Context: an optimization exercise on an open-source flow, tuned for small area and a short achievable clock period. The choices shown serve that exercise and are no tape-out recipe.
RTL that was checked went through simulation tests only; none was proved equivalent to the original.
Power figures rest on the tool's default switching activity, not on a simulated workload.

==> job 8115: inputs <==
// i2c_slave_intf
module i2c_slave_intf
#(
    parameter int unsigned G_SLAVE_I2C_FIFO_WIDTH = 256,
    parameter logic [6:0]  G_SLAVE_ADDR_RST       = 7'h00,
    localparam int unsigned W                     = $clog2(G_SLAVE_I2C_FIFO_WIDTH)
) (
    input  logic         clk,
    input  logic         rst_n,
    input  logic         addr_wr_i,
    input  logic [6:0]   addr_wdata_i,
    output logic [6:0]   slave_addr_o,
    input  logic         rx_wr_en_i,
    input  logic [7:0]   rx_wdata_i,
    input  logic         rx_rd_en_i,
    output logic [7:0]   rx_rdata_o,
    output logic         rx_rvalid_o,
    input  logic         rx_flush_i,
    output logic [W:0]   rx_count_o,
    output logic         rx_empty_o,
    output logic         rx_full_o,
    output logic         rx_ovf_o,
    output logic         rx_udf_o,
    input  logic         tx_wr_en_i,
    input  logic [7:0]   tx_wdata_i,
    input  logic         tx_rd_en_i,
    output logic [7:0]   tx_rdata_o,
    output logic         tx_rvalid_o,
    input  logic         tx_flush_i,
    output logic [W:0]   tx_count_o,
    output logic         tx_empty_o,
    output logic         tx_full_o,
    output logic         tx_ovf_o,
  ...
==> module i2c_byte_fifo, before the edit <==
module i2c_byte_fifo (
    input  logic         clk,
    input  logic         rst_n,
    input  logic         wr_en_i,
    input  logic [7:0]   wdata_i,
    input  logic         rd_en_i,
    input  logic         flush_i,
    output logic [7:0]   rdata_o,
    output logic         rvalid_o,
    output logic [8:0]   count_o,
    output logic         empty_o,
    output logic         full_o,
    output logic         ovf_o,
    output logic         udf_o
);
    logic [31:0]   wcoln_q, wcoln_d;         
    logic [7:0]    wrown_q, wrown_d;         
    logic [31:0]   fcol_q, fcol_d;           
    logic [7:0]    frow_q, frow_d;           
    logic          fetch_q, fetch_d;         
    logic [63:0]   part_q, part_d;           
    logic [7:0]    prow_q;                   
    logic [1:0]    qn_q, qn_d;               
    logic [7:0]    q0_q, q1_q, q0_d, q1_d;
    logic [8:0]    count_q, count_d;
    logic          empty_q, empty_d, full;
    logic [7:0]    rdata_q, rdata_d;
    logic          rvalid_q, ovf_q, ovf_d, udf_q, udf_d;
    logic [2047:0] mem_q;
    logic       push, pop, cnt_is1, ram_nz, bypass, to_ram, issue, full2, room;
    logic [1:0] qa, qnf;
    logic [7:0] fbyte;
    logic [8:0] cnt_inc, cnt_dec;
    assign cnt_inc = count_q + 9'd1;
    assign cnt_dec = count_q - 9'd1;
    assign full    = count_q[8];
    assign cnt_is1 = (count_q == 9'd1);
    assign pop     = rd_en_i & ~empty_q & ~flush_i;
    assign push    = wr_en_i & (~full | pop) & ~flush_i;
    assign ram_nz = (count_q != {7'd0, qnf});
    assign qnf    = qn_q + {1'b0, fetch_q};
    assign full2  = (qnf == 2'd2);
    assign room   = ~full2 | pop;
    assign qa     = qn_q - {1'b0, pop};
    assign bypass = push & ~ram_nz & room;
    assign to_ram = push & (ram_nz | ~room);
    assign issue  = ram_nz & room;
    always_comb begin
        fbyte = '0;
        for (int r = 0; r < 8; r++) begin
            fbyte = fbyte | (part_q[r*8 +: 8] & {8{prow_q[r]}});
        end
    end
    always_comb begin
        logic [7:0] grp;
        for (int r = 0; r < 8; r++) begin
            grp = '0;
            for (int c = 0; c < 32; c++) begin
                grp = grp | (mem_q[(32*r+c)*8 +: 8] & {8{fcol_q[c]}});
            end
            part_d[r*8 +: 8] = grp;
        end
    end
    always_comb begin
        logic [7:0] nx0;
        nx0 = fetch_q ? fbyte : wdata_i;
        case (qa)
            2'd0: begin q0_d = nx0;                   q1_d = wdata_i; end
            2'd1: begin q0_d = pop ? q1_q : q0_q;     q1_d = nx0;     end
            default: begin q0_d = q0_q;               q1_d = q1_q;    end
        endcase
    end
    always_comb begin
        wcoln_d = wcoln_q;
        wrown_d = wrown_q;
        fcol_d  = fcol_q;
        frow_d  = frow_q;
        fetch_d = 1'b0;
        qn_d    = qn_q;
        count_d = count_q;
        empty_d = empty_q;
        ovf_d   = ovf_q;
        udf_d   = udf_q;
        if (flush_i) begin
            wcoln_d = ~32'd1;
            wrown_d = ~8'd1;
            fcol_d  = 32'd1;
            frow_d  = 8'd1;
            qn_d    = '0;
            count_d = '0;
            empty_d = 1'b1;
            ovf_d   = 1'b0;
            udf_d   = 1'b0;
        end else begin
            qn_d = qnf - {1'b0, pop} + {1'b0, bypass};
            if (to_ram) begin
                wcoln_d = {wcoln_q[30:0], wcoln_q[31]};
                if (!wcoln_q[31]) wrown_d = {wrown_q[6:0], wrown_q[7]};
            end
            if (issue) begin
                fetch_d = 1'b1;
                fcol_d  = {fcol_q[30:0], fcol_q[31]};
                if (fcol_q[31]) frow_d = {frow_q[6:0], frow_q[7]};
            end
            count_d = ({9{push & ~pop}} & cnt_inc) | ({9{pop & ~push}} & cnt_dec) |
                      ({9{~(push ^ pop)}} & count_q);
            if (push && !pop) begin
                empty_d = 1'b0;
            end else if (pop && !push) begin
                empty_d = cnt_is1;
            end
            if (rd_en_i && empty_q) udf_d = 1'b1;
            if (wr_en_i && !push)   ovf_d = 1'b1;
        end
    end
    assign rdata_d = pop ? q0_q : rdata_q;
    always_ff @(posedge clk or negedge rst_n) begin
        if (!rst_n) begin
            wcoln_q  <= ~32'd1;
            wrown_q  <= ~8'd1;
            fcol_q   <= 32'd1;
            frow_q   <= 8'd1;
            fetch_q  <= 1'b0;
            qn_q     <= '0;
            count_q  <= '0;
            empty_q  <= 1'b1;
            rdata_q  <= '0;
            rvalid_q <= 1'b0;
            ovf_q    <= 1'b0;
            udf_q    <= 1'b0;
        end else begin
            wcoln_q  <= wcoln_d;
            wrown_q  <= wrown_d;
            fcol_q   <= fcol_d;
            frow_q   <= frow_d;
            fetch_q  <= fetch_d;
            qn_q     <= qn_d;
            count_q  <= count_d;
            empty_q  <= empty_d;
            rdata_q  <= rdata_d;
            rvalid_q <= pop;
            ovf_q    <= ovf_d;
            udf_q    <= udf_d;
        end
    end
    always_ff @(posedge clk) begin
        part_q <= part_d;
        prow_q <= frow_q;
        q0_q   <= q0_d;
        q1_q   <= q1_d;
    end
    always_ff @(posedge clk) begin
        for (int r = 0; r < 8; r++) begin
            for (int c = 0; c < 32; c++) begin
                if (!(wrown_q[r] || wcoln_q[c])) mem_q[(32*r+c)*8 +: 8] <= wdata_i;
            end
        end
    end
    assign rdata_o  = rdata_q;
    assign rvalid_o = rvalid_q;
    assign count_o  = count_q;
    assign empty_o  = empty_q;
    assign full_o   = full;
    assign ovf_o    = ovf_q;
    assign udf_o    = udf_q;
endmodule
make LEC_CHECK=0 CAP_MARGIN=20 CORE_MARGIN=2 CORE_UTILIZATION=60 CTS_CLUSTER_DIAMETER=120 CTS_CLUSTER_SIZE=28 PLACE_DENSITY=0.72 SETUP_SLACK_MARGIN=3.1 SLEW_MARGIN=20 finish   # period 5.5 ns
run.sh (not shown) runs the stock make flow with config.mk's settings and CLKGATE_MAP_FILE= SYNTH_SCRIPT=/design/flow/synth_recipe.tcl, a recipe that flattens the netlist after the stock synthesis.
==> job 6511: changes against job 8115 <==
==> flow/design.v (replaced) <==
package i2c_slave_pkg;
    localparam int unsigned ADDR_W = 7;
    typedef logic [7:0] byte_t;
endpackage
module i2c_byte_fifo (
    input  logic         clk,
    input  logic         rst_n,
    input  logic         wr_en_i,
    input  logic [7:0]   wdata_i,
    input  logic         rd_en_i,
    input  logic         flush_i,
    output logic [7:0]   rdata_o,
    output logic         rvalid_o,
    output logic [8:0]   count_o,
    output logic         empty_o,
    output logic         full_o,
    output logic         ovf_o,
    output logic         udf_o
);
    logic [7:0]  wptr_q, wptr_d;
    logic [15:0] wrow, wcol;
    logic [15:0] rrow_q, rcol_q;
    logic [15:0] rrow_d, rcol_d;
    logic [8:0]  count_q, count_d;
    logic        empty_q, empty_d, full;
    logic [7:0]  rdata_q, rdata_d;
    logic        rvalid_q, ovf_q, ovf_d, udf_q, udf_d;
    logic [2047:0] mem_q;
    logic push, pop, wen;
    logic cnt_is1;
    logic [7:0] head;
    assign full = count_q[8];
    assign pop  = rd_en_i & ~empty_q & ~flush_i;
    assign push = wr_en_i & (~full | pop) & ~flush_i;
    assign wen = ~full | (wr_en_i & rd_en_i);
    assign cnt_is1   = (count_q == 9'd1);
    always_comb begin
        wptr_d  = wptr_q;
        rrow_d  = rrow_q;
        rcol_d  = rcol_q;
        count_d = count_q;
        empty_d = empty_q;
        ovf_d   = ovf_q;
        udf_d   = udf_q;
        if (flush_i) begin
            wptr_d  = '0;
            rrow_d  = 16'd1;
            rcol_d  = 16'd1;
            count_d = '0;
            empty_d = 1'b1;
            ovf_d   = 1'b0;
            udf_d   = 1'b0;
        end else begin
            if (push) begin
                wptr_d = wptr_q + 8'd1;
            end
            if (pop) begin
                rcol_d = {rcol_q[14:0], rcol_q[15]};
                if (rcol_q[15]) rrow_d = {rrow_q[14:0], rrow_q[15]};
            end
            if (push && !pop) begin
                count_d = count_q + 9'd1;
                empty_d = 1'b0;
            end else if (pop && !push) begin
                count_d = count_q - 9'd1;
                empty_d = cnt_is1;
                end
            if (rd_en_i && empty_q) udf_d = 1'b1;
            if (wr_en_i && !push)   ovf_d = 1'b1;
        end
    end
    always_comb begin
        logic [7:0] grp;
        head = '0;
        for (int r = 0; r < 16; r++) begin
            grp = '0;
            for (int c = 0; c < 16; c++) begin
                grp = grp | (mem_q[(16*r+c)*8 +: 8] & {8{rcol_q[c]}});
            end
            head = head | (grp & {8{rrow_q[r]}});
        end
    end
    assign rdata_d = pop ? head : rdata_q;
    always_ff @(posedge clk or negedge rst_n) begin
        if (!rst_n) begin
            wptr_q   <= '0;
            rrow_q   <= 16'd1;
            rcol_q   <= 16'd1;
            count_q  <= '0;
            empty_q  <= 1'b1;
            rdata_q  <= '0;
            rvalid_q <= 1'b0;
            ovf_q    <= 1'b0;
            udf_q    <= 1'b0;
        end else begin
            wptr_q   <= wptr_d;
            rrow_q   <= rrow_d;
            rcol_q   <= rcol_d;
            count_q  <= count_d;
            empty_q  <= empty_d;
            rdata_q  <= rdata_d;
            rvalid_q <= pop;
            ovf_q    <= ovf_d;
            udf_q    <= udf_d;
        end
    end
    logic [15:0] wrow_en;
    always_comb begin
        for (int i = 0; i < 16; i++) begin
            wrow[i] = (wptr_q[7:4] == 4'(i));
            wcol[i] = (wptr_q[3:0] == 4'(i));
        end
    end
    assign wrow_en = wrow & {16{wen}};
    always_ff @(posedge clk) begin
        for (int r = 0; r < 16; r++) begin
            for (int c = 0; c < 16; c++) begin
                if (wrow_en[r] && wcol[c]) mem_q[(16*r+c)*8 +: 8] <= wdata_i;
            end
        end
    end
    assign rdata_o  = rdata_q;
    assign rvalid_o = rvalid_q;
    assign count_o  = count_q;
    assign empty_o  = empty_q;
    assign full_o   = full;
    assign ovf_o    = ovf_q;
    assign udf_o    = udf_q;
endmodule
module i2c_slave_intf
#(
    parameter int unsigned G_SLAVE_I2C_FIFO_WIDTH = 256,
    parameter logic [6:0]  G_SLAVE_ADDR_RST       = 7'h00,
    localparam int unsigned W                     = $clog2(G_SLAVE_I2C_FIFO_WIDTH)
) (
    input  logic         clk,
    input  logic         rst_n,
    input  logic         addr_wr_i,
    input  logic [6:0]   addr_wdata_i,
    output logic [6:0]   slave_addr_o,
    input  logic         rx_wr_en_i,
    input  logic [7:0]   rx_wdata_i,
    input  logic         rx_rd_en_i,
    output logic [7:0]   rx_rdata_o,
    output logic         rx_rvalid_o,
    input  logic         rx_flush_i,
    output logic [W:0]   rx_count_o,
    output logic         rx_empty_o,
    output logic         rx_full_o,
    output logic         rx_ovf_o,
    output logic         rx_udf_o,
    input  logic         tx_wr_en_i,
    input  logic [7:0]   tx_wdata_i,
    input  logic         tx_rd_en_i,
    output logic [7:0]   tx_rdata_o,
    output logic         tx_rvalid_o,
    input  logic         tx_flush_i,
    output logic [W:0]   tx_count_o,
    output logic         tx_empty_o,
    output logic         tx_full_o,
    output logic         tx_ovf_o,
    output logic         tx_udf_o
);
    logic [6:0] slave_addr_q;
    always_ff @(posedge clk or negedge rst_n) begin
        if (!rst_n) begin
            slave_addr_q <= G_SLAVE_ADDR_RST;
        end else if (addr_wr_i) begin
            slave_addr_q <= addr_wdata_i;
        end
    end
    assign slave_addr_o = slave_addr_q;
    i2c_byte_fifo u_rx_fifo (
        .clk      (clk),
        .rst_n    (rst_n),
        .wr_en_i  (rx_wr_en_i),
        .wdata_i  (rx_wdata_i),
        .rd_en_i  (rx_rd_en_i),
        .flush_i  (rx_flush_i),
        .rdata_o  (rx_rdata_o),
        .rvalid_o (rx_rvalid_o),
        .count_o  (rx_count_o),
        .empty_o  (rx_empty_o),
        .full_o   (rx_full_o),
        .ovf_o    (rx_ovf_o),
        .udf_o    (rx_udf_o)
    );
    i2c_byte_fifo u_tx_fifo (
        .clk      (clk),
        .rst_n    (rst_n),
        .wr_en_i  (tx_wr_en_i),
        .wdata_i  (tx_wdata_i),
        .rd_en_i  (tx_rd_en_i),
        .flush_i  (tx_flush_i),
        .rdata_o  (tx_rdata_o),
        .rvalid_o (tx_rvalid_o),
        .count_o  (tx_count_o),
        .empty_o  (tx_empty_o),
        .full_o   (tx_full_o),
        .ovf_o    (tx_ovf_o),
        .udf_o    (tx_udf_o)
    );
endmodule
SETUP_SLACK_MARGIN = 2.6   (was 3.1)
==> job 5708: changes against job 8115 <==
--- a/flow/design.v
+++ b/flow/design.v
@@ -17,34 +17,31 @@
     output logic         ovf_o,
     output logic         udf_o
 );
-    logic [31:0]   wcoln_q, wcoln_d;         
-    logic [7:0]    wrown_q, wrown_d;         
+    logic [7:0]    wptr_q, wptr_d;           
+    logic [7:0]    fptr_q, fptr_d;           
     logic [31:0]   fcol_q, fcol_d;           
     logic [7:0]    frow_q, frow_d;           
     logic          fetch_q, fetch_d;         
     logic [63:0]   part_q, part_d;           
     logic [7:0]    prow_q;                   
     logic [1:0]    qn_q, qn_d;               
-    logic [7:0]    q0_q, q1_q, q0_d, q1_d;
+    logic [7:0]    q0_q, q1_q, q2_q, q0_d, q1_d, q2_d;
     logic [8:0]    count_q, count_d;
     logic          empty_q, empty_d, full;
     logic [7:0]    rdata_q, rdata_d;
     logic          rvalid_q, ovf_q, ovf_d, udf_q, udf_d;
     logic [2047:0] mem_q;
-    logic       push, pop, cnt_is1, ram_nz, bypass, to_ram, issue, full2, room;
+    logic       push, pop, cnt_is1, ram_nz, bypass, to_ram, issue, full3, room;
     logic [1:0] qa, qnf;
     logic [7:0] fbyte;
-    logic [8:0] cnt_inc, cnt_dec;
-    assign cnt_inc = count_q + 9'd1;
-    assign cnt_dec = count_q - 9'd1;
     assign full    = count_q[8];
     assign cnt_is1 = (count_q == 9'd1);
     assign pop     = rd_en_i & ~empty_q & ~flush_i;
     assign push    = wr_en_i & (~full | pop) & ~flush_i;
-    assign ram_nz = (count_q != {7'd0, qnf});
+    assign ram_nz = (wptr_q != fptr_q);
     assign qnf    = qn_q + {1'b0, fetch_q};
-    assign full2  = (qnf == 2'd2);
-    assign room   = ~full2 | pop;
+    assign full3  = (qnf == 2'd3);
+    assign room   = ~full3 | pop;
     assign qa     = qn_q - {1'b0, pop};
     assign bypass = push & ~ram_nz & room;
     assign to_ram = push & (ram_nz | ~room);
@@ -66,17 +63,22 @@
         end
     end
     always_comb begin
-        logic [7:0] nx0;
+        logic [7:0] k0, k1, k2, nx0, nx1;
+        k0 = pop ? q1_q : q0_q;
+        k1 = pop ? q2_q : q1_q;
+        k2 = q2_q;
         nx0 = fetch_q ? fbyte : wdata_i;
+        nx1 = wdata_i;
         case (qa)
-            2'd0: begin q0_d = nx0;                   q1_d = wdata_i; end
-            2'd1: begin q0_d = pop ? q1_q : q0_q;     q1_d = nx0;     end
-            default: begin q0_d = q0_q;               q1_d = q1_q;    end
+            2'd0: begin q0_d = nx0; q1_d = nx1; q2_d = q2_q; end
+            2'd1: begin q0_d = k0;  q1_d = nx0; q2_d = nx1;  end
+            2'd2: begin q0_d = k0;  q1_d = k1;  q2_d = nx0;  end
+            default: begin q0_d = k0; q1_d = k1; q2_d = k2; end
         endcase
     end
     always_comb begin
-        wcoln_d = wcoln_q;
-        wrown_d = wrown_q;
+        wptr_d  = wptr_q;
+        fptr_d  = fptr_q;
         fcol_d  = fcol_q;
         frow_d  = frow_q;
         fetch_d = 1'b0;
@@ -86,8 +88,8 @@
         ovf_d   = ovf_q;
         udf_d   = udf_q;
         if (flush_i) begin
-            wcoln_d = ~32'd1;
-            wrown_d = ~8'd1;
+            wptr_d  = '0;
+            fptr_d  = '0;
             fcol_d  = 32'd1;
             frow_d  = 8'd1;
             qn_d    = '0;
@@ -97,20 +99,18 @@
             udf_d   = 1'b0;
         end else begin
             qn_d = qnf - {1'b0, pop} + {1'b0, bypass};
-            if (to_ram) begin
-                wcoln_d = {wcoln_q[30:0], wcoln_q[31]};
-                if (!wcoln_q[31]) wrown_d = {wrown_q[6:0], wrown_q[7]};
-            end
+            if (to_ram) wptr_d = wptr_q + 8'd1;
             if (issue) begin
                 fetch_d = 1'b1;
+                fptr_d  = fptr_q + 8'd1;
                 fcol_d  = {fcol_q[30:0], fcol_q[31]};
                 if (fcol_q[31]) frow_d = {frow_q[6:0], frow_q[7]};
             end
-            count_d = ({9{push & ~pop}} & cnt_inc) | ({9{pop & ~push}} & cnt_dec) |
-                      ({9{~(push ^ pop)}} & count_q);
             if (push && !pop) begin
+                count_d = count_q + 9'd1;
                 empty_d = 1'b0;
             end else if (pop && !push) begin
+                count_d = count_q - 9'd1;
                 empty_d = cnt_is1;
             end
             if (rd_en_i && empty_q) udf_d = 1'b1;
@@ -120,8 +120,8 @@
     assign rdata_d = pop ? q0_q : rdata_q;
     always_ff @(posedge clk or negedge rst_n) begin
         if (!rst_n) begin
-            wcoln_q  <= ~32'd1;
-            wrown_q  <= ~8'd1;
+            wptr_q   <= '0;
+            fptr_q   <= '0;
             fcol_q   <= 32'd1;
             frow_q   <= 8'd1;
             fetch_q  <= 1'b0;
@@ -133,8 +133,8 @@
             ovf_q    <= 1'b0;
             udf_q    <= 1'b0;
         end else begin
-            wcoln_q  <= wcoln_d;
-            wrown_q  <= wrown_d;
+            wptr_q   <= wptr_d;
+            fptr_q   <= fptr_d;
             fcol_q   <= fcol_d;
             frow_q   <= frow_d;
             fetch_q  <= fetch_d;
@@ -152,12 +152,11 @@
         prow_q <= frow_q;
         q0_q   <= q0_d;
         q1_q   <= q1_d;
+        q2_q   <= q2_d;
     end
     always_ff @(posedge clk) begin
-        for (int r = 0; r < 8; r++) begin
-            for (int c = 0; c < 32; c++) begin
-                if (!(wrown_q[r] || wcoln_q[c])) mem_q[(32*r+c)*8 +: 8] <= wdata_i;
-            end
+        for (int i = 0; i < 256; i++) begin
+            if (wptr_q == 8'(i)) mem_q[i*8 +: 8] <= wdata_i;
         end
     end
     assign rdata_o  = rdata_q;
SETUP_SLACK_MARGIN = 3.0   (was 3.1)
==> comparison table <==
Final-stage net count: job 8115 9231; job 6511 8436; job 5708 9175
Time the final worst path needs with I/O delays and setup: job 8115 2.73 ns; job 6511 3.03 ns; job 5708 3.18 ns
Highest fanout seen on the critical path: job 8115 2; job 6511 16; job 5708 16
GP Congestion: job 8115 0.937; job 6511 0.959; job 5708 0.958
Slowest library cell on the worst path: job 8115 dfstp_2; job 6511 clkdlybuf4s50_1; job 5708 nor2_1
Smallest setup slack after layout: job 8115 2.77 ns; job 6511 2.47 ns; job 5708 2.32 ns
Global-route met3 utilization: job 8115 0.119; job 6511 0.0697; job 5708 0.114
Number of cells on the worst reg-to-reg path: job 8115 4; job 6511 7; job 5708 3
Number of global-route vias before repair: job 8115 92.1k; job 6511 84.0k; job 5708 92.0k
Worst Setup Path Type: job 8115 reg2out; job 6511 in2reg; job 5708 reg2reg
Die Y: job 8115 523 um; job 6511 511 um; job 5708 521 um
Hold Worst Slack: job 8115 0.396 ns; job 6511 0.117 ns; job 5708 0.0324 ns
Layout inverter count without the clock tree: job 8115 23; job 6511 11; job 5708 29
Outcome: job 8115 timing/DRC/antenna clean; job 6511 timing/DRC/antenna clean; job 5708 timing/DRC/antenna clean
Area growth from synthesis to final layout: job 8115 8.57%; job 6511 9.24%; job 5708 10.1%
Peak supply drop: job 8115 321 uV; job 6511 414 uV; job 5708 369 uV
Mean instance size in the synthesized netlist: job 8115 17.6 sq um; job 6511 18.5 sq um; job 5708 17.8 sq um
Simple-gate portion of the synthesized area: job 8115 0.0467; job 6511 0.0348; job 5708 0.0484
Starting DRC count in detailed routing: job 8115 21.5k; job 6511 16.1k; job 5708 20.4k
Launch point of the worst path: job 8115 u_rx_fifo.empty_q; job 6511 rx_rd_en_i; job 5708 u_rx_fifo.wptr_q[4]
Portion of total power attributed to the clock network: job 8115 0.266; job 6511 0.282; job 5708 0.264
Multi-input combinational area share: job 8115 0.156; job 6511 0.165; job 5708 0.171
Met2 wire len: job 8115 244000 um; job 6511 210000 um; job 5708 237000 um
Deepest clock path buffer count: job 8115 4; job 6511 3; job 5708 3
Final HPWL DP: job 8115 292000 um; job 6511 258000 um; job 5708 293000 um
Sequential group power: job 8115 39.4 mW; job 6511 35.8 mW; job 5708 38.8 mW
FF+latch count, synth: job 8115 4487; job 6511 4225; job 5708 4455
Function not checked in job 6511 and job 5708: the RTL went through the layout flow alone.

separate check: timing with driven ports:
The results above use ideal ports. As a check the final layouts listed here were re-extracted and re-timed, cells and wires unchanged. Step 1 sets driving cells, clkbuf_16 on the clock port and buf_2 on the other inputs (assumed; they add their load-dependent delay and slew). Step 2, shift: input delay + t, output delay - t, t = (earliest + latest rising clock arrival at the registers) / 2. This alone moves slack from input paths to output paths. Slacks: ideal ports / drivers / drivers and shift; pairs: ideal ports / drivers.
| run | t (ns) | setup slack, ns | worst hold slack (ns) | latest minus earliest clock arrival (ns) |
|---|---|---|---|---|
| job 8115 | 1.036 | 2.768 / 2.663 / 2.134 | 0.396 / 0.322 / 0.396 | 0.060 / 0.059 |
| job 6511 | 0.986 | 2.466 / 2.517 / 1.551 | 0.117 / 0.054 / 0.512 | 0.075 / 0.075 |
| job 5708 | 1.008 | 2.317 / 2.317 / 2.188 | 0.032 / -0.022 / 0.399 | 0.076 / 0.077 |
After both steps every run listed still meets setup and hold. For job 6511, which loses most, drivers alone change the setup slack by +0.051 ns; drivers and shift together by -0.915 ns.
